This design comes from an exercise in tuning for small area on the open sky130 flow, not from production work. Only simulation tests tie the RTL to the original design; equivalence was not proved.

==> flow/design.v <==
`default_nettype none
package rv_isa_pkg;
	typedef logic [31:0] word_t;
	typedef logic [31:0] inst_t;
	typedef logic [4:0] reg_addr_t;
	typedef logic [6:0] opcode_t;
	localparam int unsigned REG_COUNT = 32;
	localparam opcode_t OPC_LUI    = 7'b0110111;
	localparam opcode_t OPC_AUIPC  = 7'b0010111;
	localparam opcode_t OPC_OP_IMM = 7'b0010011;
	localparam opcode_t OPC_OP     = 7'b0110011;
	localparam logic [2:0] F3_ADD  = 3'b000;
	localparam logic [2:0] F3_SLL  = 3'b001;
	localparam logic [2:0] F3_SLT  = 3'b010;
	localparam logic [2:0] F3_SLTU = 3'b011;
	localparam logic [2:0] F3_XOR  = 3'b100;
	localparam logic [2:0] F3_SR   = 3'b101;
	localparam logic [2:0] F3_OR   = 3'b110;
	localparam logic [2:0] F3_AND  = 3'b111;
	typedef enum logic [3:0] {
		ALU_ADD,
		ALU_SUB,
		ALU_SLL,
		ALU_SLT,
		ALU_SLTU,
		ALU_XOR,
		ALU_SRL,
		ALU_SRA,
		ALU_OR,
		ALU_AND,
		ALU_PASS_B
	} alu_op_t;
endpackage
`default_nettype wire
`default_nettype none
package cpu_cfg_pkg;
	typedef logic [15:0] addr_t;
	typedef logic [7:0] byte_t;
	localparam addr_t RESET_PC = 16'h0000;
	localparam int unsigned INST_BYTES = 4;
	localparam int unsigned BYTE_IDX_W = $clog2(INST_BYTES);
	typedef logic [BYTE_IDX_W-1:0] byte_idx_t;
	localparam byte_idx_t LAST_FILL_IDX = byte_idx_t'(INST_BYTES - 2);
	typedef enum logic [1:0] {
		FETCH_ISSUE,
		FETCH_FILL,
		FETCH_LAST
	} fetch_state_t;
endpackage
`default_nettype wire
`default_nettype none
`timescale 1ns/1ps
module cpu (
	input  wire                        clk_in,
	input  wire                        rst_n,
	input  wire                        rdy_in,
	input  wire cpu_cfg_pkg::byte_t    mem_din,
	output cpu_cfg_pkg::addr_t         mem_a,
	output logic                       retire_we,
	output rv_isa_pkg::reg_addr_t      retire_rd,
	output rv_isa_pkg::word_t          retire_data
);
	logic started;
	logic [1:0] bp;
	logic is_b2, is_b3;
	assign bp = mem_a[1:0];
	always_ff @(posedge clk_in or negedge rst_n) begin
		if (!rst_n) begin
			started <= 1'b0;
			mem_a   <= '0;
			is_b2   <= 1'b0;
			is_b3   <= 1'b0;
		end else if (rdy_in) begin
			started <= 1'b1;
			if (started) begin
				mem_a <= mem_a + 16'd1;
				is_b2 <= (bp == 2'd1);
				is_b3 <= (bp == 2'd2);
			end
		end
	end
	logic [7:0] ib1, ib2, ib3;
	logic i0_sup, i0_u, i0_b5, i0_rd0;
	logic c_ret, c_u, c_b5, c_rd0;
	logic ivalid;
	always_ff @(posedge clk_in) begin
		if (rdy_in) begin
			case (bp)
				2'd0: begin
					i0_sup <= (mem_din[6] == 1'b0) && (mem_din[4:3] == 2'b10) && (mem_din[1:0] == 2'b11);
					i0_u   <= mem_din[2];
					i0_b5  <= mem_din[5];
					i0_rd0 <= mem_din[7];
				end
				2'd1: ib1 <= mem_din;
				2'd2: ib2 <= mem_din;
				default: begin
					ib3   <= mem_din;
					c_ret <= i0_sup && ({ib1[3:0], i0_rd0} != 5'd0);
					c_u   <= i0_u;
					c_b5  <= i0_b5;
					c_rd0 <= i0_rd0;
				end
			endcase
		end
	end
	always_ff @(posedge clk_in or negedge rst_n) begin
		if (!rst_n)
			ivalid <= 1'b0;
		else if (rdy_in && bp == 2'd3)
			ivalid <= 1'b1;
	end
	logic [3:0] ph;
	logic cleared;
	always_ff @(posedge clk_in or negedge rst_n) begin
		if (!rst_n) begin
			ph      <= 4'b0001;
			cleared <= 1'b0;
		end else begin
			ph <= {ph[2:0], ph[3]};
			if (ph[3])
				cleared <= 1'b1;
		end
	end
	logic wvalid;
	logic [7:0] wbyte;
	logic [7:0] wb;
	logic [31:0] rf [1:31];
	assign wbyte = ({8{ph[0]}} & retire_data[7:0])
	             | ({8{ph[1]}} & retire_data[15:8])
	             | ({8{ph[2]}} & retire_data[23:16])
	             | ({8{ph[3]}} & retire_data[31:24]);
	assign wb = cleared ? wbyte : 8'h00;
	genvar g;
	generate
		for (g = 1; g < 32; g++) begin : ring
			logic wen;
			assign wen = !cleared || (wvalid && retire_rd == 5'(g));
			always_ff @(posedge clk_in) begin
				rf[g] <= {wen ? wb : rf[g][7:0], rf[g][31:8]};
			end
		end
	endgenerate
	logic [4:0] ra1;
	logic [3:0] rb_lo;
	logic rb4;
	logic [7:0] rdA_raw, hb_lo_raw, hb_hi_raw;
	logic [7:0] rA, hbl, hbh, rB;
	logic fwdA, eqB;
	assign ra1   = {is_b2 ? mem_din[3:0] : ib2[3:0], ib1[7]};
	assign rb_lo = is_b2 ? mem_din[7:4] : ib2[7:4];
	assign rb4   = is_b3 ? mem_din[0] : (!is_b2 && ib3[0]);
	always_comb begin
		rdA_raw   = 8'h00;
		hb_lo_raw = 8'h00;
		hb_hi_raw = 8'h00;
		for (int r = 1; r < 32; r++) begin
			if (ra1 == 5'(r))
				rdA_raw = rf[r][7:0];
		end
		for (int r = 1; r < 16; r++) begin
			if (rb_lo == 4'(r))
				hb_lo_raw = rf[r][7:0];
		end
		for (int r = 16; r < 32; r++) begin
			if (rb_lo == 4'(r - 16))
				hb_hi_raw = rf[r][7:0];
		end
	end
	assign fwdA = wvalid && (retire_rd == ra1);
	assign eqB  = wvalid && (retire_rd[3:0] == rb_lo);
	assign rA  = fwdA ? wbyte : rdA_raw;
	assign hbl = (eqB && !retire_rd[4]) ? wbyte : hb_lo_raw;
	assign hbh = (eqB &&  retire_rd[4]) ? wbyte : hb_hi_raw;
	assign rB  = rb4 ? hbh : hbl;
	logic [31:0] opA, opB;
	logic [7:0] p_hi;
	logic prev_b2;
	logic fix;
	assign fix = prev_b2 && rb4;
	always_ff @(posedge clk_in) begin
		prev_b2 <= is_b2;
		p_hi    <= cleared ? hbh : 8'h00;
	end
	generate
		for (g = 0; g < 4; g++) begin : lane
			always_ff @(posedge clk_in) begin
				if (ph[g])
					opA[8*g +: 8] <= cleared ? rA : 8'h00;
				if (ph[g])
					opB[8*g +: 8] <= cleared ? rB : 8'h00;
				else if (fix && ph[(g + 1) % 4])
					opB[8*g +: 8] <= p_hi;
			end
		end
	endgenerate
	logic [31:0] a_al, b_al;
	always_comb begin
		for (int i = 0; i < 4; i++) begin
			a_al[8*i +: 8] = ph[i] ? rA : opA[8*i +: 8];
			b_al[8*i +: 8] = ph[i] ? rB : opB[8*i +: 8];
		end
	end
	logic [2:0] f3;
	logic alt, is_lui, is_op, is_sll;
	logic [31:0] imm_i, imm_u, pc32;
	logic [4:0] shamt;
	logic [31:0] opa, opb;
	assign f3     = ib1[6:4];
	assign alt    = ib3[6];
	assign is_lui = c_u && c_b5;
	assign is_op  = !c_u && c_b5;
	assign is_sll = !f3[2];
	assign imm_i  = {{20{ib3[7]}}, ib3, ib2[7:4]};
	assign imm_u  = {ib3, ib2, ib1[7:4], 12'b0};
	assign pc32   = {16'b0, mem_a[15:2] - 14'd1, 2'b00};
	assign shamt = is_op ? b_al[4:0] : {ib3[0], ib2[7:4]};
	logic [31:0] sh_in, sh_out, shres;
	logic fill;
	assign fill = alt && a_al[31] && f3[2];
	always_comb begin
		for (int i = 0; i < 32; i++)
			sh_in[i] = is_sll ? a_al[31 - i] : a_al[i];
	end
	assign sh_out = 32'($signed({fill, sh_in}) >>> shamt);
	always_comb begin
		for (int i = 0; i < 32; i++)
			shres[i] = is_sll ? sh_out[31 - i] : sh_out[i];
	end
	assign opa = c_u ? (is_lui ? 32'd0 : pc32) : a_al;
	logic [31:0] imm;
	assign imm = c_u ? imm_u : imm_i;
	assign opb = is_op ? b_al : imm;
	logic sub;
	logic [32:0] sum;
	logic slt, sltu;
	logic [31:0] result, pp, gg;
	assign pp = opa ^ opb;
	assign gg = opa & opb;
	assign sub  = !c_u && ((f3 == 3'b000 && is_op && alt) || f3[2:1] == 2'b01);
	assign sum  = {1'b0, opa} + {1'b0, opb ^ {32{sub}}} + {32'd0, sub};
	assign sltu = !sum[32];
	assign slt  = (opa[31] ^ opb[31]) ? opa[31] : sum[31];
	always_comb begin
		if (c_u)
			result = sum[31:0];
		else begin
			case (f3)
				3'b000: result = sum[31:0];
				3'b010: result = {31'd0, slt};
				3'b011: result = {31'd0, sltu};
				3'b100: result = pp;
				3'b110: result = pp | gg;
				3'b111: result = gg;
				default: result = shres;
			endcase
		end
	end
	logic cap;
	assign cap = (bp == 2'd1) && ivalid && c_ret;
	always_ff @(posedge clk_in or negedge rst_n) begin
		if (!rst_n) begin
			retire_we <= 1'b0;
			wvalid    <= 1'b0;
		end else if (rdy_in) begin
			retire_we <= cap;
			if (cap)
				wvalid <= 1'b1;
		end
	end
	always_ff @(posedge clk_in) begin
		if (rdy_in && cap) begin
			retire_rd   <= {ib1[3:0], c_rd0};
			retire_data <= result;
		end
	end
endmodule
`default_nettype wire
==> flow/config.mk <==
export PLATFORM = sky130hd
export DESIGN_NAME = cpu
export DESIGN_NICKNAME = cpu
export VERILOG_FILES = /design/flow/design.v
export SDC_FILE = /design/flow/constraint.sdc
export NUM_CORES = 4
export LEC_CHECK = 0
export ABC_AREA = 1
export CAP_MARGIN = 20
export CORE_MARGIN = 2
export CORE_UTILIZATION = 62
export GPL_TIMING_DRIVEN = 0
export PLACE_DENSITY = 0.72
export SETUP_SLACK_MARGIN = 0.3
export SLEW_MARGIN = 20
==> flow/constraint.sdc <==
create_clock -name core_clock -period 7.0 [get_ports {clk_in}]
set_input_delay 1.4000 -clock core_clock [delete_from_list [all_inputs] [get_ports {clk_in}]]
set_output_delay 1.4000 -clock core_clock [all_outputs]
set_load 0.01 [all_outputs]
standard.sh (not shown) runs the stock make flow with config.mk's settings and CLKGATE_MAP_FILE= SYNTH_SCRIPT=/design/flow/synth_recipe.tcl, a recipe that flattens the netlist after the stock synthesis.
==> flow/flow/run.sh <==
#!/bin/bash
# Layout flow: the standard synthesis; then its combinational logic is mapped
# again by several delay-targeted ABC scripts (registers, their names and
# cell types stay as the standard synthesis made them) and the result with
# the lowest area + LAMBDA * (TARGET_SLACK - slack, if positive) is kept,
# slack being the worst slack without wires; then the standard layout steps
# from floorplan to finish.  Each tool writes its own log here.
set -euo pipefail
HERE=$(pwd)
R=$HERE/orfs/results/$FLOW_PLATFORM/cpu/base
P=$FLOW_HOME/platforms/$FLOW_PLATFORM
LIB=$P/lib/sky130_fd_sc_hd__tt_025C_1v80.lib
TARGET_SLACK=1.1
LAMBDA=2500

bash standard.sh synth > log_1_standard_synth.txt 2>&1
cp "$R/1_2_yosys.v" "$HERE/standard_synth.v"

DU=$(sed -n '/DONT_USE_CELLS/,/^$/p' "$P/config.mk" \
	| grep -o 'sky130_fd_sc_hd__[a-z0-9_]*' | sed 's/^/-dont_use /' | tr '\n' ' ')

remap_one() {
	local abc=$1 n
	n=$(basename "$abc" .abc)
	sed -e "s|@LIB@|$LIB|g" -e "s|@DU@|$DU|g" -e "s|@IN@|$HERE/standard_synth.v|" \
		-e "s|@OUT@|$HERE/$n.v|" -e "s|@ABC@|$HERE/$abc|" \
		flow/remap.ys.in > "$n.ys"
	yosys -s "$n.ys" > "log_2_$n.txt" 2>&1 || return 0
	printf 'read_liberty -lib %s\nread_verilog %s\nhierarchy -check -top cpu\ncheck -assert\n' \
		"$LIB" "$HERE/$n.v" > "${n}_check.ys"
	yosys -s "${n}_check.ys" > "log_2_${n}_check.txt" 2>&1 || return 0
	sed -e "s|@P@|$P|g" -e "s|@LIB@|$LIB|g" -e "s|@NET@|$HERE/$n.v|" \
		-e "s|@SDC@|$FLOW_SDC|" flow/sta.tcl.in > "${n}_sta.tcl"
	openroad -no_init -exit "${n}_sta.tcl" > "log_2_${n}_sta.txt" 2>&1 || return 0
	local area slack
	area=$(grep 'Chip area' "log_2_$n.txt" | tail -1 | awk '{print $NF}')
	slack=$(grep '^worst slack' "log_2_${n}_sta.txt" | tail -1 | awk '{print $NF}')
	echo "$n $area $slack" > "result_$n.txt"
}

jobs=0
for abc in flow/remap_*.abc; do
	remap_one "$abc" &
	jobs=$((jobs + 1))
	if (( jobs % ${NUM_CORES:-4} == 0 )); then wait; fi
done
wait

cat result_remap_*.txt > remap_results.txt 2>/dev/null || true
best=$(awk -v t="$TARGET_SLACK" -v l="$LAMBDA" \
	'NF == 3 { c = $2 + (($3 < t) ? l * (t - $3) : 0); print c, $1 }' remap_results.txt \
	| sort -g | head -1 | awk '{print $2}')
echo "chosen $best" >> remap_results.txt
if [[ -n "$best" ]]; then
	cp "$HERE/$best.v" "$R/1_2_yosys.v"
	touch "$R/1_2_yosys.v"
fi

# clock tree: leaf buffers sized for clusters of about 16 flip-flops and
# no dummy loads
export CTS_ARGS="-sink_clustering_enable -repair_clock_nets -dont_use_dummy_load -sink_clustering_size 16 -sink_clustering_max_diameter 60 -sink_buffer_max_cap_derate 1.0 -buf_list sky130_fd_sc_hd__clkbuf_8"
# port buffers: a plain buffer (the default pick is a slow delay cell)
export BUFFER_PORTS_ARGS="-buffer_cell sky130_fd_sc_hd__buf_2"
bash standard.sh "$@" > log_3_standard_layout.txt 2>&1
Other scripts of this flow, unchanged in this note and not shown: flow/flow/remap.ys.in, flow/flow/remap_c5.abc, flow/flow/remap_p3.abc, flow/flow/remap_p4.abc, flow/flow/remap_p5.abc, flow/flow/remap_p6.abc, flow/flow/remap_p7.abc, flow/flow/remap_p8.abc, flow/flow/remap_s1.abc, flow/flow/remap_t2.abc, flow/flow/remap_t3.abc, flow/flow/remap_u4.abc, flow/flow/remap_z1.abc, flow/flow/remap_z3.abc, flow/flow/remap_z7.abc, flow/flow/sta.tcl.in
The baseline went through all stages and came out clean.
Edit:
--- a/flow/flow/run.sh
+++ b/flow/flow/run.sh
@@ -14 +14 @@
-LAMBDA=2500
+LAMBDA=1200
After rerunning: Setup slack gets better by 0.049 ns; routed wire length went down by 7.2%; final area went up by about 0.9%.

==> afterwards: timing with drivers on the ports <==
In the flow no input, the clock included, has a driving cell. The finished layouts below were timed again as built, in two steps. Step 1: set_driving_cell puts a clkbuf_16 on clk_in and a buf_2 on each other input, an assumption about the parent block. Step 2, shift: input delay + t, output delay - t, t = (earliest + latest rising clock arrival at the registers) / 2. This alone moves slack from input paths to output paths. Slacks: no drivers / after step 1 / after step 2; pairs: no drivers / after step 1.
run | t, ns | setup WS [ns] | worst data-port slew with drivers (ns)
the first run | 0.789 | 0.161 / 0.129 / -0.660 | 0.12
the second run | 0.739 | 0.209 / 0.245 / -0.493 | 0.04
With both steps, setup timing fails in the first run and the second run, where it was met with ideal ports. For the first run, which loses most, drivers alone change the setup slack by -0.032 ns; drivers and shift together by -0.821 ns.
